What follows belongs to an exercise in optimizing a design on an open flow for small area, a short achievable clock period and few clock cycles per item; a production flow would make more cautious choices.
In this exercise RTL edits were held to simulation tests only and were not proved equivalent to the original.
Power and IR drop assume default switching activity.

==> design/flow/design.v <==
package sigmoidPkg;
    localparam int DATA_W = 16;
    localparam int FRAC_W = 8;
    typedef logic signed [DATA_W-1:0] preAct_t;
    typedef logic [DATA_W-1:0] act_t;
    function automatic logic [7:0] sigmoidHalf(input logic [3:0] q, input logic [2:0] t);
        case ({q, t})
            7'd1: sigmoidHalf = 8'd6;   
            7'd2: sigmoidHalf = 8'd13;   
            7'd3: sigmoidHalf = 8'd19;   
            7'd4: sigmoidHalf = 8'd25;   
            7'd5: sigmoidHalf = 8'd31;   
            7'd8: sigmoidHalf = 8'd31;   
            7'd9: sigmoidHalf = 8'd37;   
            7'd10: sigmoidHalf = 8'd43;   
            7'd11: sigmoidHalf = 8'd49;   
            7'd12: sigmoidHalf = 8'd54;   
            7'd13: sigmoidHalf = 8'd59;   
            7'd16: sigmoidHalf = 8'd59;   
            7'd17: sigmoidHalf = 8'd64;   
            7'd18: sigmoidHalf = 8'd69;   
            7'd19: sigmoidHalf = 8'd73;   
            7'd20: sigmoidHalf = 8'd77;   
            7'd21: sigmoidHalf = 8'd81;   
            7'd24: sigmoidHalf = 8'd81;   
            7'd25: sigmoidHalf = 8'd85;   
            7'd26: sigmoidHalf = 8'd88;   
            7'd27: sigmoidHalf = 8'd92;   
            7'd28: sigmoidHalf = 8'd95;   
            7'd29: sigmoidHalf = 8'd97;   
            7'd32: sigmoidHalf = 8'd97;   
            7'd33: sigmoidHalf = 8'd100;   
            7'd34: sigmoidHalf = 8'd102;   
            7'd35: sigmoidHalf = 8'd105;   
            7'd36: sigmoidHalf = 8'd107;   
            7'd37: sigmoidHalf = 8'd109;   
            7'd40: sigmoidHalf = 8'd109;   
            7'd41: sigmoidHalf = 8'd110;   
            7'd42: sigmoidHalf = 8'd112;   
            7'd43: sigmoidHalf = 8'd113;   
            7'd44: sigmoidHalf = 8'd115;   
            7'd45: sigmoidHalf = 8'd116;   
            7'd48: sigmoidHalf = 8'd116;   
            7'd49: sigmoidHalf = 8'd117;   
            7'd50: sigmoidHalf = 8'd118;   
            7'd51: sigmoidHalf = 8'd119;   
            7'd52: sigmoidHalf = 8'd120;   
            7'd53: sigmoidHalf = 8'd120;   
            7'd56: sigmoidHalf = 8'd120;   
            7'd57: sigmoidHalf = 8'd121;   
            7'd58: sigmoidHalf = 8'd122;   
            7'd59: sigmoidHalf = 8'd122;   
            7'd60: sigmoidHalf = 8'd123;   
            7'd61: sigmoidHalf = 8'd123;   
            7'd64: sigmoidHalf = 8'd123;   
            7'd65: sigmoidHalf = 8'd124;   
            7'd66: sigmoidHalf = 8'd124;   
            7'd67: sigmoidHalf = 8'd125;   
            7'd68: sigmoidHalf = 8'd125;   
            7'd69: sigmoidHalf = 8'd125;   
            7'd72: sigmoidHalf = 8'd125;   
            7'd73: sigmoidHalf = 8'd125;   
            7'd74: sigmoidHalf = 8'd126;   
            7'd75: sigmoidHalf = 8'd126;   
            7'd76: sigmoidHalf = 8'd126;   
            7'd77: sigmoidHalf = 8'd126;   
            7'd80: sigmoidHalf = 8'd126;   
            7'd81: sigmoidHalf = 8'd126;   
            7'd82: sigmoidHalf = 8'd127;   
            7'd83: sigmoidHalf = 8'd127;   
            7'd84: sigmoidHalf = 8'd127;   
            7'd85: sigmoidHalf = 8'd127;   
            7'd88: sigmoidHalf = 8'd127;   
            7'd89: sigmoidHalf = 8'd127;   
            7'd90: sigmoidHalf = 8'd127;   
            7'd91: sigmoidHalf = 8'd127;   
            7'd92: sigmoidHalf = 8'd127;   
            7'd93: sigmoidHalf = 8'd128;   
            default: sigmoidHalf = 8'd0;
        endcase
    endfunction
endpackage
`timescale 1ns/1ps
module sigmoidLaneIn(x, s, d);
  input [15:0] x;
  wire [15:0] x;
  output s;
  wire s;
  output [7:0] d;
  wire [7:0] d;
  wire _108_;
  wire _109_;
  wire _110_;
  wire _111_;
  wire _112_;
  wire _113_;
  wire _114_;
  wire _115_;
  wire _116_;
  wire _117_;
  wire _118_;
  wire _119_;
  wire _120_;
  wire _121_;
  wire _122_;
  wire _123_;
  wire _124_;
  wire _125_;
  wire _126_;
  wire _127_;
  wire _128_;
  wire _129_;
  wire _130_;
  wire _131_;
  wire _132_;
  wire _133_;
  wire _134_;
  wire _135_;
  wire _136_;
  wire _137_;
  wire _138_;
  wire _139_;
  wire _140_;
  wire _141_;
  wire _142_;
  wire _143_;
  wire _144_;
  wire _145_;
  wire _146_;
  wire _147_;
  wire _148_;
  wire _149_;
  wire _150_;
  wire _151_;
  wire _152_;
  wire _153_;
  wire _154_;
  wire _155_;
  wire _156_;
  wire _157_;
  wire _158_;
  wire _159_;
  wire _160_;
  wire _161_;
  wire _162_;
  wire _163_;
  wire _164_;
  wire _165_;
  wire _166_;
  wire _167_;
  wire _168_;
  wire _169_;
  wire _170_;
  wire _171_;
  wire _172_;
  wire _173_;
  wire _174_;
  wire _175_;
  wire _176_;
  wire _177_;
  wire _178_;
  wire _179_;
  wire _180_;
  wire _181_;
  wire _182_;
  wire _183_;
  wire _184_;
  wire _185_;
  wire _186_;
  wire _187_;
  wire _188_;
  wire _189_;
  wire _190_;
  wire _191_;
  wire _192_;
  wire _193_;
  wire _194_;
  wire _195_;
  wire _196_;
  wire _197_;
  wire _198_;
  wire _199_;
  wire _200_;
  wire _201_;
  wire _202_;
  wire _203_;
  wire _204_;
  wire _205_;
  wire _206_;
  wire _207_;
  wire _208_;
  wire _209_;
  wire _210_;
  wire _211_;
  wire _212_;
  wire _213_;
  wire _214_;
  wire _215_;
  wire _216_;
  wire _217_;
  wire _218_;
  wire _219_;
  wire _220_;
  wire _221_;
  wire _222_;
  wire _223_;
  wire _224_;
  wire _225_;
  wire _226_;
  wire _227_;
  wire _228_;
  wire _229_;
  wire _230_;
  wire _231_;
  wire _232_;
  wire _233_;
  wire _234_;
  wire _235_;
  wire _236_;
  wire _237_;
  wire _238_;
  wire _239_;
  wire _240_;
  wire _241_;
  wire _242_;
  wire _243_;
  wire _244_;
  wire _245_;
  wire _246_;
  wire _247_;
  wire _248_;
  wire _249_;
  wire _250_;
  wire _251_;
  wire _252_;
  wire _253_;
  wire _254_;
  wire _255_;
  wire _256_;
  wire _257_;
  wire _258_;
  wire _259_;
  wire _260_;
  wire _261_;
  wire _262_;
  wire _263_;
  wire _264_;
  wire _265_;
  wire _266_;
  wire _267_;
  wire _268_;
  wire _269_;
  wire _270_;
  wire _271_;
  wire _272_;
  wire _273_;
  wire _274_;
  wire _275_;
  wire _276_;
  wire _277_;
  wire _278_;
  wire _279_;
  wire _280_;
  wire _281_;
  wire _282_;
  wire _283_;
  wire _284_;
  wire _285_;
  wire _286_;
  wire _287_;
  wire _288_;
  wire _289_;
  wire _290_;
  wire _291_;
  wire _292_;
  wire _293_;
  wire _294_;
  wire _295_;
  wire _296_;
  wire _297_;
  wire _298_;
  wire _299_;
  wire _300_;
  wire _301_;
  wire _302_;
  wire _303_;
  wire _304_;
  wire _305_;
  wire _306_;
  wire _307_;
  wire _308_;
  wire _309_;
  wire _310_;
  wire _311_;
  wire _312_;
  wire _313_;
  wire _314_;
  wire _315_;
  wire _316_;
  wire _317_;
  wire _318_;
  wire _319_;
  wire _320_;
  wire _321_;
  wire _322_;
  wire _323_;
  wire _324_;
  wire _325_;
  wire _326_;
  wire _327_;
  wire _328_;
  wire _329_;
  wire _330_;
  wire _331_;
  wire _332_;
  wire _333_;
  wire _334_;
  wire _335_;
  wire _336_;
  wire _337_;
  wire _338_;
  wire _339_;
  wire _340_;
  wire _341_;
  wire _342_;
  wire _343_;
  wire _344_;
  wire _345_;
  wire _346_;
  wire _347_;
  wire _348_;
  wire _349_;
  wire _350_;
  wire _351_;
  wire _352_;
  wire _353_;
  wire _354_;
  wire _355_;
  wire _356_;
  wire _357_;
  wire _358_;
  wire _359_;
  wire _360_;
  wire _361_;
  wire _362_;
  wire _363_;
  wire _364_;
  wire _365_;
  wire _366_;
  wire _367_;
  wire _368_;
  wire _369_;
  wire _370_;
  wire _371_;
  wire _372_;
  wire _373_;
  wire _374_;
  wire _375_;
  wire _376_;
  wire _377_;
  wire _378_;
  wire _379_;
  wire _380_;
  wire _381_;
  wire _382_;
  wire _383_;
  wire _384_;
  wire _385_;
  wire _386_;
  wire _387_;
  wire _388_;
  wire _389_;
  wire _390_;
  wire _391_;
  wire _392_;
  wire _393_;
  wire _394_;
  wire _395_;
  wire _396_;
  wire _397_;
  wire _398_;
  wire _399_;
  wire _400_;
  wire _401_;
  wire _402_;
  wire _403_;
  wire _404_;
  wire _405_;
  wire _406_;
  wire _407_;
  wire _408_;
  wire _409_;
  wire _410_;
  wire _411_;
  wire _412_;
  wire _413_;
  wire _414_;
  wire _415_;
  wire _416_;
  wire _417_;
  wire _418_;
  wire _419_;
  wire _420_;
  wire _421_;
  wire _422_;
  wire _423_;
  wire _424_;
  wire _425_;
  wire _426_;
  wire _427_;
  wire _428_;
  wire _429_;
  wire _430_;
  wire _431_;
  wire _432_;
  wire _433_;
  wire _434_;
  wire _435_;
  wire _436_;
  wire _437_;
  wire _438_;
  wire _439_;
  wire _440_;
  wire _441_;
  wire _442_;
  wire _443_;
  wire _444_;
  wire _445_;
  wire _446_;
  wire _447_;
  wire _448_;
  wire _449_;
  wire _450_;
  wire _451_;
  wire _452_;
  wire _453_;
  wire _454_;
  wire _455_;
  wire _456_;
  wire _457_;
  wire _458_;
  wire _459_;
  wire _460_;
  wire _461_;
  wire _462_;
  wire _463_;
  wire _464_;
  wire _465_;
  wire _466_;
  wire _467_;
  wire _468_;
  wire _469_;
  wire _470_;
  wire _471_;
  wire _472_;
  wire _473_;
  wire _474_;
  wire _475_;
  wire _476_;
  wire _477_;
  wire _478_;
  wire _479_;
  wire _480_;
  wire _000_;
  wire _001_;
  wire _002_;
  wire _003_;
  wire _004_;
  wire _005_;
  wire _006_;
  wire _007_;
  wire _008_;
  wire _009_;
  wire _010_;
  wire _011_;
  wire _012_;
  wire _013_;
  wire _014_;
  wire _015_;
  wire _016_;
  wire _017_;
  wire _018_;
  wire _019_;
  wire _020_;
  wire _021_;
  wire _022_;
  wire _023_;
  wire _024_;
  wire _025_;
  wire _026_;
  wire _027_;
  wire _028_;
  wire _029_;
  wire _030_;
  wire _031_;
  wire _032_;
  wire _033_;
  wire _034_;
  wire _035_;
  wire _036_;
  wire _037_;
  wire _038_;
  wire _039_;
  wire _040_;
  wire _041_;
  wire _042_;
  wire _043_;
  wire _044_;
  wire _045_;
  wire _046_;
  wire _047_;
  wire _048_;
  wire _049_;
  wire _050_;
  wire _051_;
  wire _052_;
  wire _053_;
  wire _054_;
  wire _055_;
  wire _056_;
  wire _057_;
  wire _058_;
  wire _059_;
  wire _060_;
  wire _061_;
  wire _062_;
  wire _063_;
  wire _064_;
  wire _065_;
  wire _066_;
  wire _067_;
  wire _068_;
  wire _069_;
  wire _070_;
  wire _071_;
  wire _072_;
  wire _073_;
  wire _074_;
  wire _075_;
  wire _076_;
  wire _077_;
  wire _078_;
  wire _079_;
  wire _080_;
  wire _081_;
  wire _082_;
  wire _083_;
  wire _084_;
  wire _085_;
  wire _086_;
  wire _087_;
  wire _088_;
  wire _089_;
  wire _090_;
  wire _091_;
  wire _092_;
  wire _093_;
  wire _094_;
  wire _095_;
  wire _096_;
  wire _097_;
  wire _098_;
  wire _099_;
  wire _100_;
  wire _101_;
  wire _102_;
  wire _103_;
  wire _104_;
  wire _105_;
  wire _106_;
  wire _107_;
  assign _108_ = x[0] & x[1];
  assign _109_ = _108_ & x[2];
  assign _110_ = _109_ | x[4];
  assign _033_ = _110_ | x[3];
  assign _034_ = ~ x[6];
  assign _111_ = ~ _033_;
  assign _112_ = ~ _034_;
  assign _113_ = ~ x[5];
  assign _114_ = _111_ | _112_;
  assign _035_ = _114_ | _113_;
  assign _115_ = _116_ & _117_;
  assign _116_ = ~ x[1];
  assign _117_ = ~ x[2];
  assign _118_ = ~ x[4];
  assign _119_ = ~ x[3];
  assign _120_ = _115_ | _118_;
  assign _036_ = _120_ | _119_;
  assign _037_ = ~ x[5];
  assign _121_ = ~ _036_;
  assign _122_ = ~ x[6];
  assign _123_ = ~ _037_;
  assign _124_ = _121_ | _122_;
  assign _038_ = _124_ | _123_;
  assign _125_ = ~ _035_;
  assign _126_ = ~ _038_;
  assign _039_ = _125_ | _126_;
  assign _040_ = ~ _039_;
  assign _127_ = _128_ & _129_;
  assign _128_ = ~ x[3];
  assign _129_ = ~ x[2];
  assign _130_ = ~ x[5];
  assign _041_ = _127_ | _130_;
  assign _131_ = _132_ & _133_;
  assign _132_ = ~ x[0];
  assign _133_ = ~ x[1];
  assign _134_ = ~ x[3];
  assign _135_ = ~ x[2];
  assign _136_ = _131_ | _134_;
  assign _042_ = _136_ | _135_;
  assign _137_ = _139_ & _140_;
  assign _138_ = _141_ & _142_;
  assign _139_ = ~ _042_;
  assign _140_ = ~ x[4];
  assign _141_ = ~ _037_;
  assign _142_ = ~ x[4];
  assign _043_ = _137_ | _138_;
  assign _143_ = _145_ & _146_;
  assign _144_ = _147_ & _148_;
  assign _145_ = ~ x[4];
  assign _146_ = ~ _043_;
  assign _147_ = ~ _041_;
  assign _148_ = ~ _043_;
  assign _044_ = _143_ | _144_;
  assign _149_ = ~ _040_;
  assign _150_ = ~ _044_;
  assign _045_ = _149_ | _150_;
  assign _046_ = ~ _045_;
  assign _047_ = ~ x[7];
  assign _048_ = ~ x[8];
  assign _151_ = ~ _047_;
  assign _152_ = ~ _048_;
  assign _049_ = _151_ | _152_;
  assign _153_ = ~ x[7];
  assign _154_ = ~ x[8];
  assign _050_ = _153_ | _154_;
  assign _155_ = ~ _049_;
  assign _156_ = ~ _050_;
  assign _051_ = _155_ | _156_;
  assign _157_ = ~ _034_;
  assign _158_ = ~ _047_;
  assign _052_ = _157_ | _158_;
  assign _159_ = ~ x[6];
  assign _160_ = ~ x[7];
  assign _053_ = _159_ | _160_;
  assign _161_ = ~ _052_;
  assign _162_ = ~ _053_;
  assign _054_ = _161_ | _162_;
  assign _055_ = ~ _054_;
  assign _056_ = _163_ & _164_;
  assign _163_ = ~ _051_;
  assign _164_ = ~ _055_;
  assign _165_ = ~ _046_;
  assign _166_ = ~ _056_;
  assign _057_ = _165_ | _166_;
  assign _167_ = x[8] & _169_;
  assign _168_ = _170_ & x[9];
  assign _169_ = ~ x[9];
  assign _170_ = ~ x[8];
  assign _058_ = _167_ | _168_;
  assign _059_ = _171_ & _172_;
  assign _171_ = ~ x[9];
  assign _172_ = ~ x[10];
  assign _060_ = ~ x[9];
  assign _061_ = ~ x[10];
  assign _062_ = _173_ & _174_;
  assign _173_ = ~ _060_;
  assign _174_ = ~ _061_;
  assign _063_ = _175_ & _176_;
  assign _175_ = ~ _059_;
  assign _176_ = ~ _062_;
  assign _177_ = _179_ & _180_;
  assign _178_ = _181_ & _182_;
  assign _179_ = ~ _057_;
  assign _180_ = ~ _063_;
  assign _181_ = ~ _058_;
  assign _182_ = ~ _063_;
  assign _064_ = _177_ | _178_;
  assign _065_ = ~ x[15];
  assign _183_ = ~ _065_;
  assign _184_ = ~ _048_;
  assign _066_ = _183_ | _184_;
  assign _185_ = ~ x[15];
  assign _186_ = ~ x[8];
  assign _067_ = _185_ | _186_;
  assign _187_ = ~ _066_;
  assign _188_ = ~ _067_;
  assign _068_ = _187_ | _188_;
  assign _069_ = ~ _068_;
  assign _189_ = _190_ & _191_;
  assign _190_ = ~ _054_;
  assign _191_ = ~ _069_;
  assign _192_ = ~ _046_;
  assign _070_ = _189_ | _192_;
  assign _071_ = _193_ & _194_;
  assign _193_ = ~ _069_;
  assign _194_ = ~ _040_;
  assign _072_ = ~ _051_;
  assign _073_ = _195_ & _196_;
  assign _195_ = ~ _054_;
  assign _196_ = ~ _072_;
  assign _197_ = _199_ & _200_;
  assign _198_ = _201_ & _202_;
  assign _199_ = ~ _071_;
  assign _200_ = ~ _056_;
  assign _201_ = ~ _073_;
  assign _202_ = ~ _056_;
  assign _074_ = _197_ | _198_;
  assign _075_ = _203_ & _204_;
  assign _203_ = ~ _044_;
  assign _204_ = ~ _039_;
  assign _205_ = _207_ & _208_;
  assign _206_ = x[15] & x[6];
  assign _207_ = ~ x[15];
  assign _208_ = ~ x[6];
  assign _076_ = _205_ | _206_;
  assign _209_ = ~ _075_;
  assign _210_ = ~ _076_;
  assign _077_ = _209_ | _210_;
  assign _211_ = ~ _070_;
  assign _212_ = ~ _074_;
  assign _213_ = ~ _077_;
  assign _214_ = _211_ | _212_;
  assign _078_ = _214_ | _213_;
  assign _079_ = _215_ & _216_;
  assign _215_ = ~ _051_;
  assign _216_ = ~ _040_;
  assign _080_ = ~ _079_;
  assign _217_ = ~ _078_;
  assign _218_ = ~ _080_;
  assign _081_ = _217_ | _218_;
  assign _219_ = x[8] & _221_;
  assign _220_ = _222_ & x[10];
  assign _221_ = ~ x[10];
  assign _222_ = ~ x[8];
  assign _082_ = _219_ | _220_;
  assign _083_ = ~ _082_;
  assign _223_ = ~ _081_;
  assign _224_ = ~ _083_;
  assign _084_ = _223_ | _224_;
  assign _225_ = _227_ & _228_;
  assign _226_ = x[15] & x[10];
  assign _227_ = ~ x[15];
  assign _228_ = ~ x[10];
  assign _085_ = _225_ | _226_;
  assign _229_ = _231_ & _232_;
  assign _230_ = _233_ & _234_;
  assign _231_ = ~ _080_;
  assign _232_ = ~ _085_;
  assign _233_ = ~ _055_;
  assign _234_ = ~ _085_;
  assign _086_ = _229_ | _230_;
  assign _087_ = ~ _056_;
  assign _088_ = ~ _058_;
  assign _235_ = ~ _088_;
  assign _236_ = ~ _055_;
  assign _089_ = _235_ | _236_;
  assign _090_ = ~ _063_;
  assign _237_ = _239_ & _240_;
  assign _238_ = _241_ & _242_;
  assign _239_ = ~ _087_;
  assign _240_ = ~ _090_;
  assign _241_ = ~ _089_;
  assign _242_ = ~ _090_;
  assign _091_ = _237_ | _238_;
  assign _092_ = ~ _091_;
  assign _093_ = ~ _076_;
  assign _094_ = _243_ & _244_;
  assign _243_ = ~ _055_;
  assign _244_ = ~ _093_;
  assign _245_ = ~ _092_;
  assign _246_ = ~ _094_;
  assign _095_ = _245_ | _246_;
  assign _247_ = _249_ & _250_;
  assign _248_ = x[15] & x[9];
  assign _249_ = ~ x[15];
  assign _250_ = ~ x[9];
  assign _096_ = _247_ | _248_;
  assign _251_ = _252_ & _253_;
  assign _252_ = ~ _069_;
  assign _253_ = ~ _093_;
  assign _254_ = ~ _089_;
  assign _097_ = _251_ | _254_;
  assign _255_ = _256_ & _257_;
  assign _256_ = ~ _051_;
  assign _257_ = ~ _068_;
  assign _258_ = ~ _088_;
  assign _098_ = _255_ | _258_;
  assign _259_ = _263_ & _264_;
  assign _260_ = _265_ & _266_;
  assign _261_ = _267_ & _268_;
  assign _262_ = _269_ & _270_;
  assign _263_ = ~ _056_;
  assign _264_ = ~ _097_;
  assign _265_ = ~ _056_;
  assign _266_ = ~ _098_;
  assign _267_ = ~ _096_;
  assign _268_ = ~ _097_;
  assign _269_ = ~ _096_;
  assign _270_ = ~ _098_;
  assign _271_ = _259_ | _260_;
  assign _272_ = _271_ | _261_;
  assign _099_ = _272_ | _262_;
  assign _273_ = _277_ & _278_;
  assign _274_ = _273_ & _279_;
  assign _275_ = _280_ & _281_;
  assign _276_ = _275_ & _282_;
  assign _277_ = ~ _099_;
  assign _278_ = ~ _045_;
  assign _279_ = ~ _091_;
  assign _280_ = ~ _094_;
  assign _281_ = ~ _045_;
  assign _282_ = ~ _091_;
  assign _100_ = _274_ | _276_;
  assign _283_ = _095_ & _075_;
  assign _284_ = _283_ & _099_;
  assign _101_ = _284_ | _100_;
  assign _285_ = _286_ & _287_;
  assign _102_ = _285_ & _288_;
  assign _286_ = ~ x[15];
  assign _287_ = ~ x[11];
  assign _288_ = ~ _062_;
  assign _289_ = _290_ & _291_;
  assign _103_ = _289_ & _292_;
  assign _290_ = ~ x[12];
  assign _291_ = ~ x[13];
  assign _292_ = ~ x[14];
  assign _293_ = ~ x[15];
  assign _294_ = ~ x[11];
  assign _104_ = _293_ | _294_;
  assign _295_ = ~ x[12];
  assign _296_ = ~ x[13];
  assign _297_ = ~ x[14];
  assign _298_ = _295_ | _296_;
  assign _105_ = _298_ | _297_;
  assign _299_ = _300_ & _301_;
  assign _106_ = _299_ & _302_;
  assign _300_ = ~ _104_;
  assign _301_ = ~ _105_;
  assign _302_ = ~ _059_;
  assign _303_ = _305_ & _306_;
  assign _304_ = _307_ & _308_;
  assign _305_ = ~ _102_;
  assign _306_ = ~ _106_;
  assign _307_ = ~ _103_;
  assign _308_ = ~ _106_;
  assign _107_ = _303_ | _304_;
  assign _309_ = _312_ & _313_;
  assign _310_ = _314_ & _315_;
  assign _311_ = _316_ & _317_;
  assign _312_ = ~ _084_;
  assign _313_ = ~ _107_;
  assign _314_ = ~ _086_;
  assign _315_ = ~ _107_;
  assign _316_ = ~ _101_;
  assign _317_ = ~ _107_;
  assign _318_ = _309_ | _310_;
  assign _000_ = _318_ | _311_;
  assign d[7] = ~ _000_;
  assign d[6] = _319_ & _320_;
  assign _319_ = ~ _064_;
  assign _320_ = ~ d[7];
  assign _321_ = ~ _045_;
  assign _322_ = ~ _072_;
  assign _323_ = ~ _083_;
  assign _324_ = _321_ | _322_;
  assign _001_ = _324_ | _323_;
  assign _002_ = _325_ & _326_;
  assign _325_ = ~ _055_;
  assign _326_ = ~ _045_;
  assign _327_ = _331_ & _332_;
  assign _328_ = _333_ & _334_;
  assign _329_ = _335_ & _336_;
  assign _330_ = _337_ & _338_;
  assign _331_ = ~ _051_;
  assign _332_ = ~ _040_;
  assign _333_ = ~ _051_;
  assign _334_ = ~ _097_;
  assign _335_ = ~ _068_;
  assign _336_ = ~ _040_;
  assign _337_ = ~ _068_;
  assign _338_ = ~ _097_;
  assign _339_ = _327_ | _328_;
  assign _340_ = _339_ | _329_;
  assign _003_ = _340_ | _330_;
  assign _341_ = _343_ & _344_;
  assign _342_ = _345_ & _346_;
  assign _343_ = ~ _002_;
  assign _344_ = ~ _063_;
  assign _345_ = ~ _003_;
  assign _346_ = ~ _063_;
  assign _004_ = _341_ | _342_;
  assign _347_ = _349_ & _350_;
  assign _348_ = _351_ & _352_;
  assign _349_ = ~ _001_;
  assign _350_ = ~ d[7];
  assign _351_ = ~ _004_;
  assign _352_ = ~ d[7];
  assign d[5] = _347_ | _348_;
  assign _005_ = ~ _002_;
  assign _006_ = _353_ & _354_;
  assign _353_ = ~ _069_;
  assign _354_ = ~ _093_;
  assign _007_ = _355_ & _356_;
  assign _355_ = ~ _051_;
  assign _356_ = ~ _068_;
  assign _357_ = _358_ & _359_;
  assign _358_ = ~ _006_;
  assign _359_ = ~ _007_;
  assign _360_ = ~ _045_;
  assign _008_ = _357_ | _360_;
  assign _361_ = ~ _005_;
  assign _362_ = ~ _008_;
  assign _009_ = _361_ | _362_;
  assign _363_ = ~ _057_;
  assign _364_ = ~ _090_;
  assign _010_ = _363_ | _364_;
  assign _011_ = ~ _010_;
  assign _012_ = _365_ & _366_;
  assign _365_ = ~ _088_;
  assign _366_ = ~ _003_;
  assign _367_ = _371_ & _372_;
  assign _368_ = _367_ & _373_;
  assign _369_ = _374_ & _375_;
  assign _370_ = _369_ & _376_;
  assign _371_ = ~ _009_;
  assign _372_ = ~ _012_;
  assign _373_ = ~ d[7];
  assign _374_ = ~ _011_;
  assign _375_ = ~ _012_;
  assign _376_ = ~ d[7];
  assign d[4] = _368_ | _370_;
  assign _377_ = _378_ & _379_;
  assign _378_ = ~ _054_;
  assign _379_ = ~ _079_;
  assign _380_ = ~ _098_;
  assign _013_ = _377_ | _380_;
  assign _014_ = _381_ & _382_;
  assign _381_ = ~ _096_;
  assign _382_ = ~ _013_;
  assign _383_ = _387_ & _388_;
  assign _384_ = _383_ & _389_;
  assign _385_ = _390_ & _391_;
  assign _386_ = _385_ & _392_;
  assign _387_ = ~ _078_;
  assign _388_ = ~ _014_;
  assign _389_ = ~ d[7];
  assign _390_ = ~ _011_;
  assign _391_ = ~ _014_;
  assign _392_ = ~ d[7];
  assign d[3] = _384_ | _386_;
  assign _015_ = ~ _094_;
  assign _393_ = ~ _075_;
  assign _394_ = ~ _015_;
  assign _016_ = _393_ | _394_;
  assign _395_ = _396_ & _397_;
  assign _396_ = ~ _040_;
  assign _397_ = ~ _055_;
  assign _398_ = ~ _082_;
  assign _399_ = ~ _016_;
  assign _400_ = _395_ | _398_;
  assign _017_ = _400_ | _399_;
  assign _401_ = _013_ & _068_;
  assign _402_ = _096_ & _017_;
  assign _018_ = _401_ | _402_;
  assign _403_ = _405_ & _406_;
  assign _404_ = _407_ & _408_;
  assign _405_ = ~ _009_;
  assign _406_ = ~ _018_;
  assign _407_ = ~ _014_;
  assign _408_ = ~ _018_;
  assign _019_ = _403_ | _404_;
  assign _409_ = _411_ & _412_;
  assign _410_ = _413_ & _414_;
  assign _411_ = ~ _045_;
  assign _412_ = ~ _079_;
  assign _413_ = ~ _073_;
  assign _414_ = ~ _079_;
  assign _020_ = _409_ | _410_;
  assign _415_ = ~ _020_;
  assign _416_ = ~ _005_;
  assign _021_ = _415_ | _416_;
  assign _417_ = ~ _021_;
  assign _418_ = ~ _068_;
  assign _419_ = ~ _092_;
  assign _420_ = _417_ | _418_;
  assign _022_ = _420_ | _419_;
  assign _023_ = ~ _022_;
  assign _421_ = _422_ & _423_;
  assign d[2] = _421_ & _424_;
  assign _422_ = ~ _019_;
  assign _423_ = ~ _023_;
  assign _424_ = ~ d[7];
  assign _425_ = _427_ & _428_;
  assign _426_ = _429_ & _430_;
  assign _427_ = ~ _015_;
  assign _428_ = ~ _096_;
  assign _429_ = ~ _088_;
  assign _430_ = ~ _096_;
  assign _024_ = _425_ | _426_;
  assign _431_ = ~ _039_;
  assign _432_ = ~ _094_;
  assign _025_ = _431_ | _432_;
  assign _433_ = ~ _024_;
  assign _434_ = ~ _016_;
  assign _435_ = ~ _025_;
  assign _436_ = _433_ | _434_;
  assign _026_ = _436_ | _435_;
  assign _437_ = _054_ & _439_;
  assign _438_ = _440_ & _075_;
  assign _439_ = ~ _075_;
  assign _440_ = ~ _054_;
  assign _027_ = _437_ | _438_;
  assign _441_ = _442_ & _443_;
  assign _442_ = ~ _027_;
  assign _443_ = ~ _019_;
  assign _444_ = ~ _011_;
  assign _028_ = _441_ | _444_;
  assign _445_ = _447_ & _448_;
  assign _446_ = _445_ & _449_;
  assign _447_ = ~ _083_;
  assign _448_ = ~ _003_;
  assign _449_ = ~ _023_;
  assign _450_ = ~ _026_;
  assign _451_ = ~ _028_;
  assign _452_ = _446_ | _450_;
  assign _029_ = _452_ | _451_;
  assign d[1] = _453_ & _454_;
  assign _453_ = ~ d[7];
  assign _454_ = ~ _029_;
  assign _455_ = ~ _080_;
  assign _456_ = ~ _085_;
  assign _030_ = _455_ | _456_;
  assign _457_ = _093_ & _071_;
  assign _458_ = _096_ & _071_;
  assign _459_ = _093_ & _030_;
  assign _460_ = _096_ & _030_;
  assign _461_ = _457_ | _458_;
  assign _462_ = _461_ | _459_;
  assign _031_ = _462_ | _460_;
  assign _032_ = _463_ & _464_;
  assign _463_ = ~ _031_;
  assign _464_ = ~ _101_;
  assign _465_ = _471_ & _472_;
  assign _466_ = _465_ & _473_;
  assign _467_ = _474_ & _475_;
  assign _468_ = _467_ & _476_;
  assign _469_ = _477_ & _478_;
  assign _470_ = _469_ & _479_;
  assign _471_ = ~ _084_;
  assign _472_ = ~ _107_;
  assign _473_ = ~ _032_;
  assign _474_ = ~ _086_;
  assign _475_ = ~ _107_;
  assign _476_ = ~ _032_;
  assign _477_ = ~ _022_;
  assign _478_ = ~ _107_;
  assign _479_ = ~ _032_;
  assign _480_ = _466_ | _468_;
  assign d[0] = _480_ | _470_;
  assign s = x[15];
endmodule
module sigmoidLaneOut (
    input  logic       s,
    input  logic [7:0] d,
    output logic [8:0] result
);
    logic [7:0] lower;
    assign lower[0] = 1'b0;
    for (genvar i = 1; i < 8; i++) begin : genLower
        assign lower[i] = lower[i-1] | d[i-1];
    end
    assign result[6:0] = d[6:0] ^ ({7{s}} & lower[6:0]);
    assign result[7] = ~(d[7] ^ (s & lower[7]));
    assign result[8] = ~s & d[7];
endmodule
`timescale 1ns/1ps
module sigmoidLayer #(
    parameter int NUM_LANES = 10
) (
    input  logic                                 clk,
    input  logic                                 rst,
    input  logic                                 inValid,
    output logic                                 inReady,
    input  sigmoidPkg::preAct_t [NUM_LANES-1:0] inData,
    output logic                                 outValid,
    input  logic                                 outReady,
    output sigmoidPkg::act_t [NUM_LANES-1:0]    outData
);
    logic sNext [NUM_LANES];
    logic [7:0] dNext [NUM_LANES];
    logic sReg [NUM_LANES];
    logic [7:0] dReg [NUM_LANES];
    logic [8:0] res [NUM_LANES];
    logic accept;
    assign inReady = !outValid || outReady;
    assign accept = inValid && inReady;
    always_ff @(posedge clk) begin
        if (rst) begin
            outValid <= 1'b0;
        end else if (inReady) begin
            outValid <= inValid;
        end
    end
    for (genvar i = 0; i < NUM_LANES; i++) begin : genLane
        sigmoidLaneIn laneIn (
            .x(inData[i]),
            .s(sNext[i]),
            .d(dNext[i])
        );
        always_ff @(posedge clk) begin
            if (accept) begin
                sReg[i] <= sNext[i];
                dReg[i] <= dNext[i];
            end
        end
        sigmoidLaneOut laneOut (
            .s(sReg[i]),
            .d(dReg[i]),
            .result(res[i])
        );
        assign outData[i] = {7'd0, res[i]};
    end
endmodule
==> design/flow/flow/run.sh <==
#!/bin/bash
# Standard synthesis, then the combinational logic re-mapped by ABC for area (registers kept
# as the standard synthesis made them), then the standard layout from floorplan to finish.
set -euo pipefail
W=$(pwd)
R=$W/orfs/results/${FLOW_PLATFORM}/sigmoidLayer/base
L=$W/orfs/logs/${FLOW_PLATFORM}/sigmoidLayer/base
LIB=$FLOW_HOME/platforms/${FLOW_PLATFORM}/lib/sky130_fd_sc_hd__tt_025C_1v80.lib

# 1. The standard synthesis
bash standard.sh $R/1_2_yosys.v > $W/log_1_synth.txt 2>&1
cp $R/1_2_yosys.v $W/std_1_2_yosys.v

# 2. Re-map the combinational cells for area
python3 $W/flow/mkmap.py $LIB $W/comb_cells.v > $W/log_2_mkmap.txt 2>&1
DONTUSE=$(grep -o -- "-dont_use [A-Za-z0-9_]*" $L/1_2_yosys.log | sort -u | tr '\n' ' ')
cat > $W/remap.abc <<'EOS'
strash
dch -f
map -a
topo
stime -p
EOS
cat > $W/remap.ys <<EOS
read_liberty -lib $LIB
read_verilog $W/std_1_2_yosys.v
hierarchy -top $FLOW_TOP
techmap -map $W/comb_cells.v
techmap
opt -purge
abc -liberty $LIB $DONTUSE -script $W/remap.abc
opt_clean -purge
hilomap -singleton -hicell sky130_fd_sc_hd__conb_1 HI -locell sky130_fd_sc_hd__conb_1 LO
insbuf -buf sky130_fd_sc_hd__buf_4 A X
splitnets
opt_clean -purge
stat -liberty $LIB
write_verilog -noattr -noexpr -nohex -nodec $W/remap_1_2_yosys.v
EOS
yosys -s $W/remap.ys > $W/log_2_remap.txt 2>&1
cp $W/remap_1_2_yosys.v $R/1_2_yosys.v
touch $R/1_2_yosys.v

# 3. The standard layout, with the smallest buffer on the ports
export BUFFER_PORTS_ARGS="-buffer_cell ${PORT_BUFFER:-sky130_fd_sc_hd__buf_1}"
bash standard.sh > $W/log_3_layout.txt 2>&1
==> design/flow/flow/mkmap.py <==
#!/usr/bin/env python3
# Writes a Yosys techmap file turning each combinational liberty cell into its logic function.
import re, sys
lib = open(sys.argv[1]).read()
out = open(sys.argv[2], 'w')
pos = 0
cells = []
for m in re.finditer(r'\n\s*cell\s*\(\s*"?(\w+)"?\s*\)\s*\{', lib):
    cells.append((m.group(1), m.start()))
cells.append((None, len(lib)))
n = 0
for (name, s), (_, e) in zip(cells, cells[1:]):
    body = lib[s:e]
    if re.search(r'\n\s*(ff|latch|statetable)\s*\(', body):
        continue
    pins = []
    for pm in re.finditer(r'\n\s*pin\s*\(\s*"?(\w+)"?\s*\)\s*\{', body):
        pb = body[pm.end():pm.end() + 4000]
        # cut at next pin
        nxt = re.search(r'\n\s*pin\s*\(', pb)
        if nxt: pb = pb[:nxt.start()]
        d = re.search(r'direction\s*:\s*"?(\w+)"?', pb)
        f = re.search(r'\bfunction\s*:\s*"([^"]*)"', pb)
        pins.append((pm.group(1), d.group(1) if d else None, f.group(1) if f else None))
    outs = [p for p in pins if p[1] == 'output']
    ins = [p for p in pins if p[1] == 'input']
    if not outs or any(o[2] is None for o in outs):
        continue
    ports = [p[0] for p in ins] + [o[0] for o in outs]
    out.write(f"module {name} ({', '.join(ports)});\n")
    for p in ins: out.write(f"  input {p[0]};\n")
    for o in outs:
        fn = o[2].replace('!', '~')
        fn = re.sub(r'\b1\b', "1'b1", fn); fn = re.sub(r'\b0\b', "1'b0", fn)
        out.write(f"  output {o[0]};\n  assign {o[0]} = {fn};\n")
    out.write("endmodule\n\n")
    n += 1
print(n, "cells")
==> design/flow/standard.sh <==
#!/bin/bash
# synth_recipe.tcl (not shown) runs the flow's synth.tcl, then flattens the netlist and writes it again
# the make line also repeats each setting of config.mk as NAME=value (left out here)
make -C /OpenROAD-flow-scripts/flow DESIGN_CONFIG=/design/flow/config.mk WORK_HOME=/design/flow/orfs CLKGATE_MAP_FILE= SYNTH_SCRIPT=/design/flow/synth_recipe.tcl "${@:-finish}"
==> design/flow/config.mk <==
export PLATFORM = sky130hd
export DESIGN_NAME = sigmoidLayer
export DESIGN_NICKNAME = sigmoidLayer
export VERILOG_FILES = /design/flow/design.v
export SDC_FILE = /design/flow/constraint.sdc
export NUM_CORES = 4
export LEC_CHECK = 0
export CAP_MARGIN = 20
export CORE_MARGIN = 2
export CORE_UTILIZATION = 40
export PLACE_DENSITY = 0.6
export SETUP_SLACK_MARGIN = 1.0
export SLEW_MARGIN = 20
==> design/flow/constraint.sdc <==
create_clock -name core_clock -period 4.5 [get_ports {clk}]
set_input_delay 0.9000 -clock core_clock [delete_from_list [all_inputs] [get_ports {clk}]]
set_output_delay 0.9000 -clock core_clock [all_outputs]
set_load 0.01 [all_outputs]
==> summary.txt, run 1 <==
status complete, no violations; VDD IR max around 200 uV; Routed WL between 40,000 and 50,000 um; Die Y 184.5 um; CP bufs+invs 3; gr ovfl total 0; Max Fanout on Critical Path 11; Multi-input gate area 8712 um2; final period utilization around three quarters; initial antenna violation count 4; Critical Path End Type flop; DR iter-0 viols ~1,700; PortBufs between 200 and 300; GPL Wtd Cong slightly above 1; Hold Crit Depth 2; clock latency (worst-skew pair) 0.35 ns; CP Launch Type input pin; Critical-path top delay cell clkinv_1; CTS tree yes; Area Overhead vs Synth 13.54%; Power Density between 200 and 250 nW/um2; drt pass-1 iters 7; Yosys warnings 8; share of cells above drive strength 1 roughly 3.2%; number of global-route vias before repair 14,400; Final HPWL DP approximately 35,000 um; clock tree buffer depth 2; clock root cell clkbuf_16; largest stage delay on the critical path between 0.4 and 0.5 ns; Starting Density 40.37%; Worst EP arrival 3.56 ns; Post-Syn Area 13,040 um2; Max Clock Freq ~0.3 GHz; worst clock skew about 0.010 ns; syn_area_per_cell 6.089 um2; fin. max-slew vios 0; CP delay by family, top simple AND/OR/NAND/NOR gates; TritonCTS Buffers 9; first-pass GRT wire length between 70,000 and 80,000 um; DR DRC count 0; Wirelength per Cell approximately 15 um; Setup CP Type in2reg; Total Power Consumption between 3000 and 4000 uW; crit path time final 3.415 ns; Via-to-Cell Ratio roughly 5.6; Hold Vio Cnt, Final 0; clk slew on worst S/H paths ~0.070 ns; Final Net Count roughly 2,600; reg2reg path depth 2; Lkg Pwr about 0.0051 uW; width of the die 184.5 um; Global Route Usage Sum between 20 and 25%; Worst Path Required about 4.7 ns; setup tns final 0 ns; CP Depth 10; CTS sink count approximately 90; unrepaired setup endpoints after global routing true; H-tree Lvls 3; largest net degree at the start of global routing 24; core footprint 32,290 um2; Setup violations, final 0; Post-DRT Antenna Nets 0; Rel. slew slack a little under half; Sequential Area between 2000 and 3000 um2; cells along the critical path buf_1, clkinv_1, nor2_1, nor2_1, nand2_1, clkinv_1, nor3_1, nand2_1, a31o_2, a221oi_1; # IOs roughly 330; Mapped Cells approximately 2,100; cell row count 66; Worst Hold Class reg2reg; Max Cap Viol 0; worst hold slack roughly 0.54 ns; Die ar. 34,050 um2; Slew @ Worst Pin 0.8152 ns; via count about 16,000; fillers ~3,400
-- worst reg2reg max path, stage by stage, from the launching register on --
cell	delay, ns
dfxtp_1	0.35
a21oi_4	0.67
buf_4	0.43
-- flip-flops by register name, indices dropped and copies added, names as in the netlist --
register	count
outValid	1
sReg	10
dReg	80
-- area by class of cell --
cell class                      count  share of cell area, %
Sequential cell                    91                  18.39
Clock buffer                        9                  1.522
Timing Repair Buffer              291                  8.318
Multi-Input combinational cell   1695                  58.86
Antenna cell                        4                0.06762
Inverter                          344                  8.749
Clock inverter                      6                 0.3550
Tap cell                          442                  3.736
-- placed cells by master (no fill, tap or decap), drive strengths merged, types with 18 or more instances in the layout --
cell type,instances
conb,70
buf,288
a22oi,21
o211ai,41
clkinv,345
o22ai,27
nor3,103
xnor2,23
nand2,218
o21ai,185
a21oi,162
edfxtp,90
a221oi,21
a31oi,30
nand3,53
nor2,500
a311oi,18
a211oi,28
xor2,61
-- timing repair --
| action | 4_1_cts | 5_1_grt |
|---|---|---|
| setup endpoints to repair | 5 | 34 |
| gates resized for setup | 1 | 15 |
| buffers inserted | 0 | 0 |
| hold buffers | 0 | 0 |
-- stage by stage --
step	worst slack, ns	util (%)	instance area [um2]	std cells
2_1_floorplan	1.358	-	13310	2210
3_3_place_gp	0.6860	44.87	14490	2863
3_5_place_dp	0.5043	44.87	14490	2863
4_1_cts	1.051	45.73	14760	2878
5_1_grt	0.8375	45.83	14800	2881
6_report	1.085	45.84	14800	2882
-- per-layer routing --
metal / global-route usage (%) / vias up / wire, um
met2: 41.07 / 922 / 20140
met4: 7.200 / 0 / 998
met1: 33.25 / 7235 / 18850
met3: 3.991 / 103 / 4099
met5: 0 / - / 0
li1: - / 8008 / -
-- worst paths after layout --
path / start / end / slack [ns]
setup reg to reg: outValid / dReg[7][5] / 2.72
hold / removal: outValid / outValid / 0.54
setup / recovery: inData[8] / dReg[0][4] / 1.09
hold reg to reg: outValid / outValid / 0.54
-- report_power, final --
group / total [uW] / internal [uW] / switching, uW
combinational: 1440 / 444 / 995
sequential: 1030 / 986 / 40.3
clock: 738 / 380 / 358
total: 3200 / 1810 / 1390
Testbench counts, summed over its fixed seeds: cycles 16,008, beats 16,000.
==> run 2, diff against run 1 <==
==> design/flow/flow/remap.abc (new file) <==
strash
&get -n
&deepsyn -S 1 -T 120
&put
dch -f
map -a
topo
stime -p
==> run 2 against run 1 <==
Net effect: still clean on timing, DRC and antenna; hold slack unchanged; combinational power is essentially flat; power did not move; clock power about the same; area after synthesis did not move; flip-flop and latch count unchanged; critical path depth unchanged; via count unchanged; clock-buffer cell count unchanged; critical path type unchanged; largest power group unchanged; synthesized cell count is the same; largest cell class unchanged.
==> summary.txt, run 2 <==
status complete, no violations; DR iter-0 viols roughly 1,700; Largest regs dReg x80, sReg x10, outValid x1; worst clock skew about 0.010 ns; final period utilization about three quarters; dpl cell area approximately 14,000 um2; CTS tree yes; reg2reg start outValid; r2r setup slk around 2.7 ns; cell row count 66; Worst Path Required about 4.7 ns; reg2reg path depth 2; CP Launch Type input pin; Max Cap Viol 0; clock tree buffer depth 2; Max Fanout on Critical Path 11; Worst Hold Class reg2reg; Setup violations, final 0; gr ovfl total 0; max FFs per register 80; DR DRC count 0; Wirelength per Cell 15.30 um; Mapped Cells 2,141; Final Net Count between 2,000 and 3,000; Worst EP arrival 3.56 ns; first-pass GRT wire length roughly 70,000 um; crit path from inData[8]; H-tree Lvls 3; Starting Density 40.37%; final worst slack about 1.1 ns; Area Overhead vs Synth 13.54%; largest reg by FF count dReg; syn_area_per_cell between 6 and 7 um2; Die ar. between 30,000 and 40,000 um2; Via-to-Cell Ratio 5.645; number of global-route vias before repair around 14,000; CTS sink count 91; Slew @ Worst Pin just over 0.8 ns; clk slew on worst S/H paths roughly 0.07 ns; Yosys warnings 8; Hold Vio Cnt, Final 0; Lkg Pwr between 0.005 and 0.006 uW; most frequent cells in the layout nor2_1 (498), clkinv_1 (341), buf_1 (252); clock latency (worst-skew pair) ~0.35 ns; Net Switching 1393 uW; core footprint roughly 32,000 um2; drt pass-1 iters 7; Setup CP Type in2reg; Hold EP outValid; crit path time final between 3 and 4 ns; Finished Cell Area ~15,000 um2; Post-Syn Area about 13,000 um2; Post-DRT Antenna Nets 0; most common cell after layout, fill and taps aside nor2_1; Power Density 216.4 nW/um2; clock root cell clkbuf_16; fillers about 3,400; Comb pwr share between 40% and 50%; via count about 16,000; unrepaired setup endpoints after global routing true; Clk pwr share between 20% and 30%; initial antenna violation count 4; share of cells above drive strength 1 between 3 and 4%; FF-to-FF End dReg[7][5]; Global Route Usage Sum between 20% and 30%; Flop pwr share roughly a third; PortBufs ~260; VDD IR max 201.1 uV; TritonCTS Buffers 9; width of the die roughly 180 um; GPL Wtd Cong 1.011; Critical Path End Type flop; Hold Crit Start outValid; # IOs 326; Die Y 184.5 um; setup tns final 0 ns; Rel. slew slack 45.53%; Routed WL roughly 44,000 um; Final HPWL DP approximately 35,000 um; Total Power Consumption around 3200 uW; post-CTS setup buffer count 0; Hold Crit Depth 2; Pint 1810 uW; fin. max-slew vios 0; largest net degree at the start of global routing 24; Place WS around 0.50 ns; net switching fraction of the power about 44%; Max Clock Freq 0.2928 GHz
[run 2: stage by stage]
| stage | utilization, % | hold WS (ns) | std cells |
|---|---|---|---|
| 6_report | 45.84 | 0.5383 | 2882 |
| 4_1_cts | 45.73 | 0.5395 | 2878 |
| 2_1_floorplan | - | 0.6124 | 2210 |
| 3_5_place_dp | 44.87 | 0.5295 | 2863 |
| 5_1_grt | 45.83 | 0.5663 | 2881 |
| 3_3_place_gp | 44.87 | 0.5176 | 2863 |
[run 2: per-layer routing]
layer | vias up | share of wire, % | GRT usage, %
met5 | - | 0 | 0
met3 | 103 | 9.3 | 3.991
met4 | 0 | 2.3 | 7.200
met1 | 7235 | 43 | 33.25
met2 | 922 | 46 | 41.07
li1 | 8008 | - | -
[run 2: timing repair]
action / CTS / global route
cloned: 0 / 0
endpoints found under the hold margin: 0 / 0
resized for setup: 1 / 15
setup endpoints to repair: 5 / 34
hold buffers: 0 / 0
[run 2: cell type report]
cell class / instances / area (um2) / area share, %
Antenna cell: 4 / 10.01 / 0.06762
Clock buffer: 9 / 225.2 / 1.522
Clock inverter: 6 / 52.55 / 0.3550
Inverter: 344 / 1295 / 8.749
Multi-Input combinational cell: 1695 / 8712 / 58.86
Sequential cell: 91 / 2723 / 18.39
Tap cell: 442 / 553.0 / 3.736
Timing Repair Buffer: 291 / 1231 / 8.318
[run 2: critical path: stages]
cell      delay [ns]
buf_1           0.42
clkinv_1        0.44
nor2_1          0.39
nor2_1          0.17
nand2_1         0.11
clkinv_1        0.05
nor3_1          0.38
nand2_1         0.14
a31o_2          0.28
a221oi_1        0.26
[run 2: power groups by stage]
| stage | combinational (uW) | sequential [uW] | clock (uW) |
|---|---|---|---|
| 2_1_floorplan | 965 | 1040 | 0 |
| 3_3_place_gp | 1410 | 1040 | 0 |
| 3_5_place_dp | 1400 | 1040 | 0 |
| 4_1_cts | 1400 | 1030 | 766 |
| 5_1_grt | 1600 | 1030 | 794 |
| 6_report | 1440 | 1030 | 738 |
[run 2: worst max path at each step]
| stage | endpoint | slack (ns) | depth (start not counted) |
|---|---|---|---|
| 2_1_floorplan | dReg[7][1] | 1.36 | 11 |
| 3_3_place_gp | dReg[0][0] | 0.69 | 14 |
| 3_5_place_dp | dReg[0][4] | 0.50 | 12 |
| 4_1_cts | dReg[0][4] | 1.05 | 12 |
| 5_1_grt | dReg[7][1] | 0.84 | 12 |
| 6_report | dReg[0][4] | 1.09 | 10 |
==> run 3, diff against run 2 <==
--- a/design/flow/config.mk
+++ b/design/flow/config.mk
@@ -9,5 +9,5 @@
 export CORE_MARGIN = 2
 export CORE_UTILIZATION = 40
 export PLACE_DENSITY = 0.6
-export SETUP_SLACK_MARGIN = 1.0
+export SETUP_SLACK_MARGIN = 1.5
 export SLEW_MARGIN = 20
==> run 3 against run 2 <==
Net effect: still clean on timing, DRC and antenna; non-clock buffer count up 62; combinational power up 11%; clock power up 11%; first-iteration DRC count up 22%; clock skew down 0.0017 ns; setup slack better by 0.42 ns; die area unchanged; sequential share of layout area down 1.4 points; register-to-register slack worse by 0.04 ns; global-route usage up 0.60 points; power up 7.7%; sequential power about the same; largest power group unchanged.
==> summary.txt, run 3 <==
clock root cell clkbuf_16; status complete, no violations; largest net degree at the start of global routing 27; PortBufs 255; DR DRC count 0; reg2reg start outValid; Wirelength per Cell ~16 um; Max Fanout on Critical Path 5; CTS sink count between 90 and 100; Finished Cell Area between 15,000 and 20,000 um2; Lkg Pwr roughly 0.0056 uW; Largest regs dReg x80, sReg x10, outValid x1; Worst EP arrival 3.16 ns; Yosys warnings 8; syn_area_per_cell 6.089 um2; Final Net Count about 2,700; via count 16,870; Setup violations, final 0; Setup CP Type in2reg; gr ovfl total 0; Die ar. ~34,000 um2; number of global-route vias before repair ~15,000; VDD IR max 163.3 uV; drt pass-1 iters 10; Area Overhead vs Synth 22.67%; Multi-input gate area slightly above 9000 um2; Post-Syn Area between 10,000 and 15,000 um2; Pint just under 2000 uW; net switching fraction of the power between 40% and 50%; Critical Path End Type flop; initial antenna violation count 3; Worst Path Required about 4.7 ns; DR iter-0 viols 2,093; largest reg by FF count dReg; max FFs per register 80; Net Switching between 1000 and 1500 uW; clock latency (worst-skew pair) 0.36 ns; unrepaired setup endpoints after global routing true; CTS tree yes; Max Cap Viol 0; clock tree buffer depth 2; setup tns final 0 ns; H-tree Lvls 3; Final HPWL DP about 36,000 um; r2r setup slk about 2.7 ns; Power Density 215.8 nW/um2; Post-DRT Antenna Nets 0; first-pass GRT wire length 71,650 um; Sequential Area 2723 um2; share of cells above drive strength 1 around an eighth; dpl cell area around 15,000 um2; fin. max-slew vios 0; Hold Crit Depth 2; Rel. slew slack about two fifths; Die Y around 180 um; most frequent cells in the layout nor2_1 (458), clkinv_1 (311), buf_1 (222); clk slew on worst S/H paths about 0.070 ns; Global Route Usage Sum around 25%; final period utilization 66.58%; worst clock skew 0.008798 ns; Slew @ Worst Pin just under 0.9 ns; Comb pwr share between 40 and 50%; most common cell after layout, fill and taps aside nor2_1; Routed WL ~46,000 um; Max Clock Freq 0.3338 GHz; core footprint roughly 32,000 um2; Hold Crit Start outValid; # IOs ~330; Clk pwr share approximately a quarter; cell row count 66; reg2reg path depth 2; hold_buf cts 0; worst hold slack ~0.54 ns; Starting Density roughly two fifths; Worst Hold Class reg2reg; Via-to-Cell Ratio 5.730; CP Launch Type input pin; Hold Vio Cnt, Final 0; fillers roughly 3,300; Mapped Cells approximately 2,100; Flop pwr share between 20% and 30%; TritonCTS Buffers 9; FF-to-FF End dReg[7][6]; Hold EP outValid; width of the die ~180 um; crit path time final 2.996 ns; GPL Wtd Cong a little over 1
run 3: worst max path at each step:
stage	depth (start not counted)	from	end
2_1_floorplan	12	inData[33]	dReg[2][4]
6_report	12	inData[67]	dReg[4][1]
5_1_grt	9	inData[89]	dReg[5][1]
3_5_place_dp	12	inData[3]	dReg[0][4]
3_3_place_gp	11	inData[38]	dReg[2][5]
4_1_cts	12	inData[4]	dReg[0][4]
run 3: what timing repair did:
item,4_1_cts,5_1_grt
buffers inserted,9,49
endpoints found under the setup margin,72,92
gates resized for setup,64,170
pin swaps,6,21
run 3: area by class of cell:
type / count / share of cell area (%)
Antenna cell: 3 / 0.04694
Clock buffer: 9 / 1.408
Clock inverter: 7 / 0.5477
Inverter: 344 / 8.427
Multi-Input combinational cell: 1695 / 58.24
Sequential cell: 91 / 17.03
Tap cell: 442 / 3.458
Timing Repair Buffer: 353 / 10.84
run 3: power groups by stage:
stage	Clock [uW]	Combinational, uW	Sequential [uW]
2_1_floorplan	0	967	1040
3_3_place_gp	0	1420	1050
3_5_place_dp	0	1400	1050
4_1_cts	844	1440	1030
5_1_grt	874	1750	1040
6_report	819	1600	1030
run 3: critical path, cell delays in order:
cell	delay (ns)
buf_1	0.09
clkinv_1	0.09
nand3_1	0.10
nand2_2	0.10
clkinvlp_4	0.17
buf_4	0.17
a22oi_1	0.24
o221ai_2	0.16
a2111oi_4	0.37
o221ai_2	0.16
a31o_2	0.32
a2111oi_4	0.28
run 3: per-layer routing:
layer  vias up  part of all wire, %  track usage (%)
li1       8107                    -                -
met1      7544                   42            34.31
met2      1054                   45            40.93
met3       165                  9.3            3.715
met4         0                  3.5            9.728
met5         -                    0                0
run 3: per-stage QoR:
step                util, %  std cells  setup slack, ns  power, uW
finish                49.53       2944            1.504       3451
global route          49.53       2944            1.399       3666
CTS                   46.64       2892            1.468       3309
detailed placement    45.00       2867           0.6887       2447
global placement      45.00       2867           0.8073       2467
floorplan                 -       2210            1.534       2002
==> run 4, diff against run 3 <==
--- a/design/flow/flow/run.sh
+++ b/design/flow/flow/run.sh
@@ -14,13 +14,11 @@
 # 2. Re-map the combinational cells for area
 python3 $W/flow/mkmap.py $LIB $W/comb_cells.v > $W/log_2_mkmap.txt 2>&1
 DONTUSE=$(grep -o -- "-dont_use [A-Za-z0-9_]*" $L/1_2_yosys.log | sort -u | tr '\n' ' ')
-cat > $W/remap.abc <<'EOS'
-strash
-dch -f
-map -a
-topo
-stime -p
-EOS
+if [[ -f $W/flow/remap.abc ]]; then
+  cp $W/flow/remap.abc $W/remap.abc
+else
+  printf 'strash\ndch -f\nmap -a\ntopo\nstime -p\n' > $W/remap.abc
+fi
 cat > $W/remap.ys <<EOS
 read_liberty -lib $LIB
 read_verilog $W/std_1_2_yosys.v
==> design/flow/flow/remap.abc (replaced) <==
strash
&get -n
&deepsyn -S 1 -T 120
&put
dch -f
map -D 1500
topo
stime -p
==> run 4 against run 3 <==
Net effect: setup slack worse by 0.12 ns; critical path depth is 3 lower; clock-buffer cell count is 2 higher; clock power is 9.8% lower; combinational power is about 20% lower; hold slack worse by 0.0027 ns; register-to-register slack better by 0.07 ns; largest power group unchanged.
==> summary.txt, run 4 <==
status complete, no violations; Setup violations, final 0; number of global-route vias before repair approximately 10,000; Yosys warnings 8; Inst Count DP 2,160; Power Density approximately 240 nW/um2; Mapped Cells about 1,600; clock latency (worst-skew pair) about 0.34 ns; via count 11,670; largest reg by FF count dReg; largest net degree at the start of global routing 43; Slew @ Worst Pin approximately 0.70 ns; Post-Syn Area approximately 10,000 um2; Routed WL 29,450 um; Max Cap Viol 0; Hold Vio Cnt, Final 0; final std cells w/o fill about 2,200; Die ar. approximately 27,000 um2; VDD IR max between 150 and 200 uV; TritonCTS Buffers 9; Die Y 165.7 um; Starting Density approximately 40%; # IOs approximately 330; fin. max-slew vios 0; clock root cell clkbuf_16; Max Fanout on Critical Path 2; Setup CP Type reg2out; Worst Path Required 3.60 ns; Area Overhead vs Synth 20.72%; final period utilization 69.35%; Final HPWL DP 23,510 um; Worst Hold Class reg2reg; DR DRC count 0; first-pass GRT wire length between 40,000 and 50,000 um; CTS tree yes; DR iter-0 viols ~740; syn_area_per_cell around 6.6 um2; Global Route Usage Sum between 10% and 20%; Worst EP arrival roughly 2.2 ns; Finished Cell Area 12,630 um2; PortBufs between 200 and 300; max FFs per register 80; ANT cells 0; share of cells above drive strength 1 between 10% and 20%; Via-to-Cell Ratio between 5 and 6; Final Net Count about 2,000; clk slew on worst S/H paths around 0.06 ns; dpl cell area ~12,000 um2; setup tns final 0 ns; width of the die roughly 170 um; drt pass-1 iters 6; worst clock skew 0.007723 ns; Largest regs dReg x80, sReg x10, outValid x1; initial antenna violation count 0; Post-DRT Antenna Nets 0; most frequent cells in the layout nor2_1 (246), nand2_1 (233), buf_1 (232); unrepaired setup endpoints after global routing true; cell row count a little under 60; core footprint about 26,000 um2; Lkg Pwr 0.004736 uW; H-tree Lvls 3; Critical Path End Type output port; Rel. slew slack 52.70%; most common cell after layout, fill and taps aside nor2_1; CP Launch Type flop; crit path time final ~3.1 ns; CTS sink count slightly above 90; Max Clock Freq roughly 0.32 GHz; fin util about 49%; GPL Wtd Cong around 0.97; gr ovfl total 0; clock tree buffer depth 2; Wirelength per Cell 13.22 um
-- run 4: cell count changes in the layout (fill, tap and decap cells not counted), moves of 20 or more --
| cell | before | now |
|---|---|---|
| a21oi_1 | 150 | 103 |
| buf_4 | 98 | 52 |
| clkinv_1 | 311 | 212 |
| nor2_1 | 458 | 246 |
| nor3_1 | 84 | 43 |
| o21ai_0 | 165 | 87 |
| o21ai_2 | 9 | 29 |
| xor2_1 | 61 | 92 |
-- run 4: critical path, cell delays in order, from the launching register on --
cell      delay (ns)
edfxtp_1        0.42
o21ai_2         0.25
o21ai_4         0.09
or2_4           0.23
o21a_1          0.19
nor2_1          0.11
nor2_1          0.08
o21ai_1         0.16
xor2_1          0.17
buf_2           0.18
-- run 4: report_power, final --
group          internal (uW)  switching [uW]  leakage, uW
clock                    428             310     0.000133
sequential               988            36.1     0.000879
combinational            440             844      0.00372
total                   1860            1190      0.00474
-- run 4: path summary, 6_finish.rpt --
check                  start      endpoint  slack, ns  depth (start not counted)
hold / removal      outValid      outValid       0.54                          2
setup reg to reg    outValid    dReg[8][5]       2.75                          2
hold reg to reg     outValid      outValid       0.54                          2
setup / recovery  dReg[9][1]  outData[151]       1.38                          9
-- run 4: through the flow --
step                total power, uW  setup WS (ns)  hold WS (ns)
floorplan                      1873          1.524        0.6124
global placement               2196         0.9747        0.5308
detailed placement             2187         0.8643        0.5406
CTS                            2981          1.400        0.5479
global route                   3256          1.263        0.5930
finish                         3047          1.379        0.5418
-- run 4: layout make-up --
type | count | area (um2)
inverter | 224 | 850.8
clock buffer | 11 | 232.7
clock inverter | 5 | 53.80
multi-input combinational | 1250 | 6917
tap | 335 | 419.2
fill | 2631 | 13210
sequential | 91 | 2723
timing repair buffer | 312 | 1433
-- run 4: what timing repair did --
| action | 4_1_cts | 5_1_grt |
|---|---|---|
| setup buffers | 29 | 23 |
| gates cloned | 0 | 0 |
| setup endpoints to repair | 36 | 72 |
| resized for setup | 66 | 119 |
| pin swaps | 16 | 31 |
| hold buffers | 0 | 0 |
-- run 4: metal layers --
| layer | track usage [%] | share of wire (%) | vias up |
|---|---|---|---|
| met5 | 0 | 0 | - |
| met1 | 26.10 | 44 | 5258 |
| met3 | 2.557 | 6.5 | 53 |
| li1 | - | - | 5892 |
| met2 | 33.99 | 47 | 467 |
| met4 | 6.730 | 2.5 | 0 |
==> run 5, diff against run 4 <==
==> design/flow/flow/remap.abc (replaced) <==
strash
&get -n
&deepsyn -S 1 -T 120
&put
dch -f
map -a
topo
stime -p
--- a/design/flow/config.mk
+++ b/design/flow/config.mk
@@ -9,5 +9,5 @@
 export CORE_MARGIN = 2
 export CORE_UTILIZATION = 40
 export PLACE_DENSITY = 0.6
-export SETUP_SLACK_MARGIN = 1.5
+export SETUP_SLACK_MARGIN = 1.0
 export SLEW_MARGIN = 20
==> run 5 against run 4 <==
Net effect: largest cell class unchanged; first-iteration DRC count shrank 14%; clock-buffer cell count shrank 2; via count shrank 3.1%; sequential power is essentially flat; area after synthesis shrank 0.55%; die area shrank 0.54%; routed wire length shrank 2.7%; setup slack lost 0.17 ns; global-route usage grew 0.065 points; clock skew grew 0.0036 ns; critical path depth is the same; sequential share of layout area grew 1.4 points.
==> summary.txt, run 5 <==
status complete, no violations; Worst Path Required ~3.6 ns; DR DRC count 0; Post-DRT Antenna Nets 0; clk slew on worst S/H paths 0.06 ns; DR iter-0 viols 636; Final Net Count roughly 2,000; Routed WL roughly 29,000 um; # IOs roughly 330; share of cells above drive strength 1 roughly 3.7%; CP Launch Type flop; fin. max-slew vios 0; Setup violations, final 0; largest reg by FF count dReg; Via-to-Cell Ratio roughly 5.2; clock root cell clkbuf_16; initial antenna violation count 1; Max Fanout on Critical Path 7; hold_buf cts 0; Critical Path End Type output port; core footprint 25,760 um2; Largest regs dReg x80, sReg x10, outValid x1; fillers 2,674; worst hold slack 0.5375 ns; Power Density between 200 and 300 nW/um2; most common cell after layout, fill and taps aside nor2_1; syn_area_per_cell about 6.6 um2; Inst Count DP roughly 2,200; width of the die approximately 170 um; Setup CP Type reg2out; Max Clock Freq between 0.3 and 0.4 GHz; Rel. slew slack roughly 45%; Total Power Consumption 2984 uW; first-pass GRT wire length 44,990 um; CTS sink count a little over 90; Yosys warnings 8; Die Y roughly 170 um; Starting Density between 40% and 50%; Lkg Pwr 0.004251 uW; clock tree buffer depth 2; number of global-route vias before repair between 9,000 and 10,000; TritonCTS Buffers 9; Area Overhead vs Synth 14.12%; Max Cap Viol 0; worst clock skew between 0.01 and 0.015 ns; final std cells w/o fill roughly 2,200; drt pass-1 iters 5; unrepaired setup endpoints after global routing true; crit path time final between 3 and 4 ns; PortBufs between 200 and 300; Global Route Usage Sum between 15 and 20%; setup tns final 0 ns; Die ar. roughly 27,000 um2; Final HPWL DP ~24,000 um; most frequent cells in the layout nor2_1 (279), buf_1 (255), clkinv_1 (232); gr ovfl total 0; clock latency (worst-skew pair) 0.35 ns; CTS tree yes; GPL Wtd Cong between 0.9 and 1; max FFs per register 80; Mapped Cells 1,571; VDD IR max between 100 and 150 uV; H-tree Lvls 3; Slew @ Worst Pin between 0.8 and 0.9 ns; final period utilization around three quarters; via count about 11,000; largest net degree at the start of global routing a little over 90; Post-Syn Area roughly 10,000 um2; Hold Vio Cnt, Final 0; cell row count approximately 60; Worst Hold Class reg2reg; Worst EP arrival around 2.4 ns; post-CTS setup buffer count 0; Wirelength per Cell roughly 13 um
## run 5: timing repair
item,4_1_cts,5_1_grt
hold endpoints to repair,0,0
pin swaps,0,0
resized for setup,4,31
endpoints found under the setup margin,2,23
## run 5: worst paths after layout
check | start | end | slack, ns | cells after the start
setup / recovery | sReg[6] | outData[103] | 1.21 | 9
hold / removal | outValid | outValid | 0.54 | 2
setup reg to reg | outValid | sReg[3] | 3.17 | 2
hold reg to reg | outValid | outValid | 0.54 | 2
## run 5: cell type report
cell class / instances / area (um2) / area share (%)
Antenna cell: 1 / 2.502 / 0.02108
Clock inverter: 7 / 73.82 / 0.6218
Tap cell: 335 / 419.2 / 3.530
Clock buffer: 9 / 225.2 / 1.897
Inverter: 235 / 882.1 / 7.430
Sequential cell: 91 / 2723 / 22.93
Timing Repair Buffer: 261 / 1015 / 8.547
Multi-Input combinational cell: 1234 / 6533 / 55.02
## run 5: critical path: stages, from the launching register on
cell,delay (ns)
edfxtp_1,0.49
o21ai_1,0.17
o21ai_0,0.15
or2_2,0.30
o21a_1,0.20
nor2_1,0.09
nor2_1,0.07
o21ai_0,0.20
xor2_1,0.20
buf_1,0.18
## run 5: where the power goes
group / switching [uW] / internal [uW]
combinational: 800 / 375
sequential: 34.8 / 987
clock: 353 / 434
## run 5: layer usage
| layer | track usage [%] | wire, um | share of wire, % | vias up |
|---|---|---|---|---|
| met5 | 0 | 13 | 0.045 | - |
| li1 | - | - | - | 5790 |
| met2 | 34.58 | 13570 | 47 | 398 |
| met4 | 7.075 | 654 | 2.3 | 2 |
| met1 | 25.51 | 12590 | 44 | 5063 |
| met3 | 2.697 | 1822 | 6.4 | 50 |
## run 5: through the flow
step           cell area (um2)  utilization, %  worst slack (ns)
6_report                 11870           46.08             1.206
2_1_floorplan            10670               -             1.041
5_1_grt                  11870           46.07            0.9230
3_3_place_gp             11510           44.67            0.5670
4_1_cts                  11820           45.88             1.010
3_5_place_dp             11510           44.67            0.5177

separate check: timing with driven ports:
How much do the figures lean on ideal ports? The routed layouts below were timed once more, with nothing changed but the port constraints.
Step 1 assumes that a clkbuf_16 drives the clock port and a buf_2 every other input.
Step 2 also shifts input and output timing later by t, the mid clock arrival at the registers, as if the neighbouring blocks saw the same clock.
Three values: ideal, step 1, step 2; two values: the first two.
| run | t (ns) | setup slack, ns | clock arrival spread, ns | worst register clock-pin slew, ns | cell pins on the clock port's net |
|---|---|---|---|---|---|
| run 1 | 0.387 | 1.085 / 1.062 / 0.675 | 0.013 / 0.013 | 0.07 / 0.07 | 1 |
| run 2 | 0.387 | 1.085 / 1.062 / 0.675 | 0.013 / 0.013 | 0.07 / 0.07 | 1 |
| run 3 | 0.398 | 1.504 / 1.504 / 1.134 | 0.017 / 0.017 | 0.08 / 0.08 | 1 |
| run 4 | 0.378 | 1.379 / 1.335 / 1.263 | 0.009 / 0.009 | 0.07 / 0.07 | 1 |
| run 5 | 0.391 | 1.206 / 1.160 / 0.841 | 0.014 / 0.013 | 0.07 / 0.07 | 1 |
After both steps setup and hold are still met in every run listed.
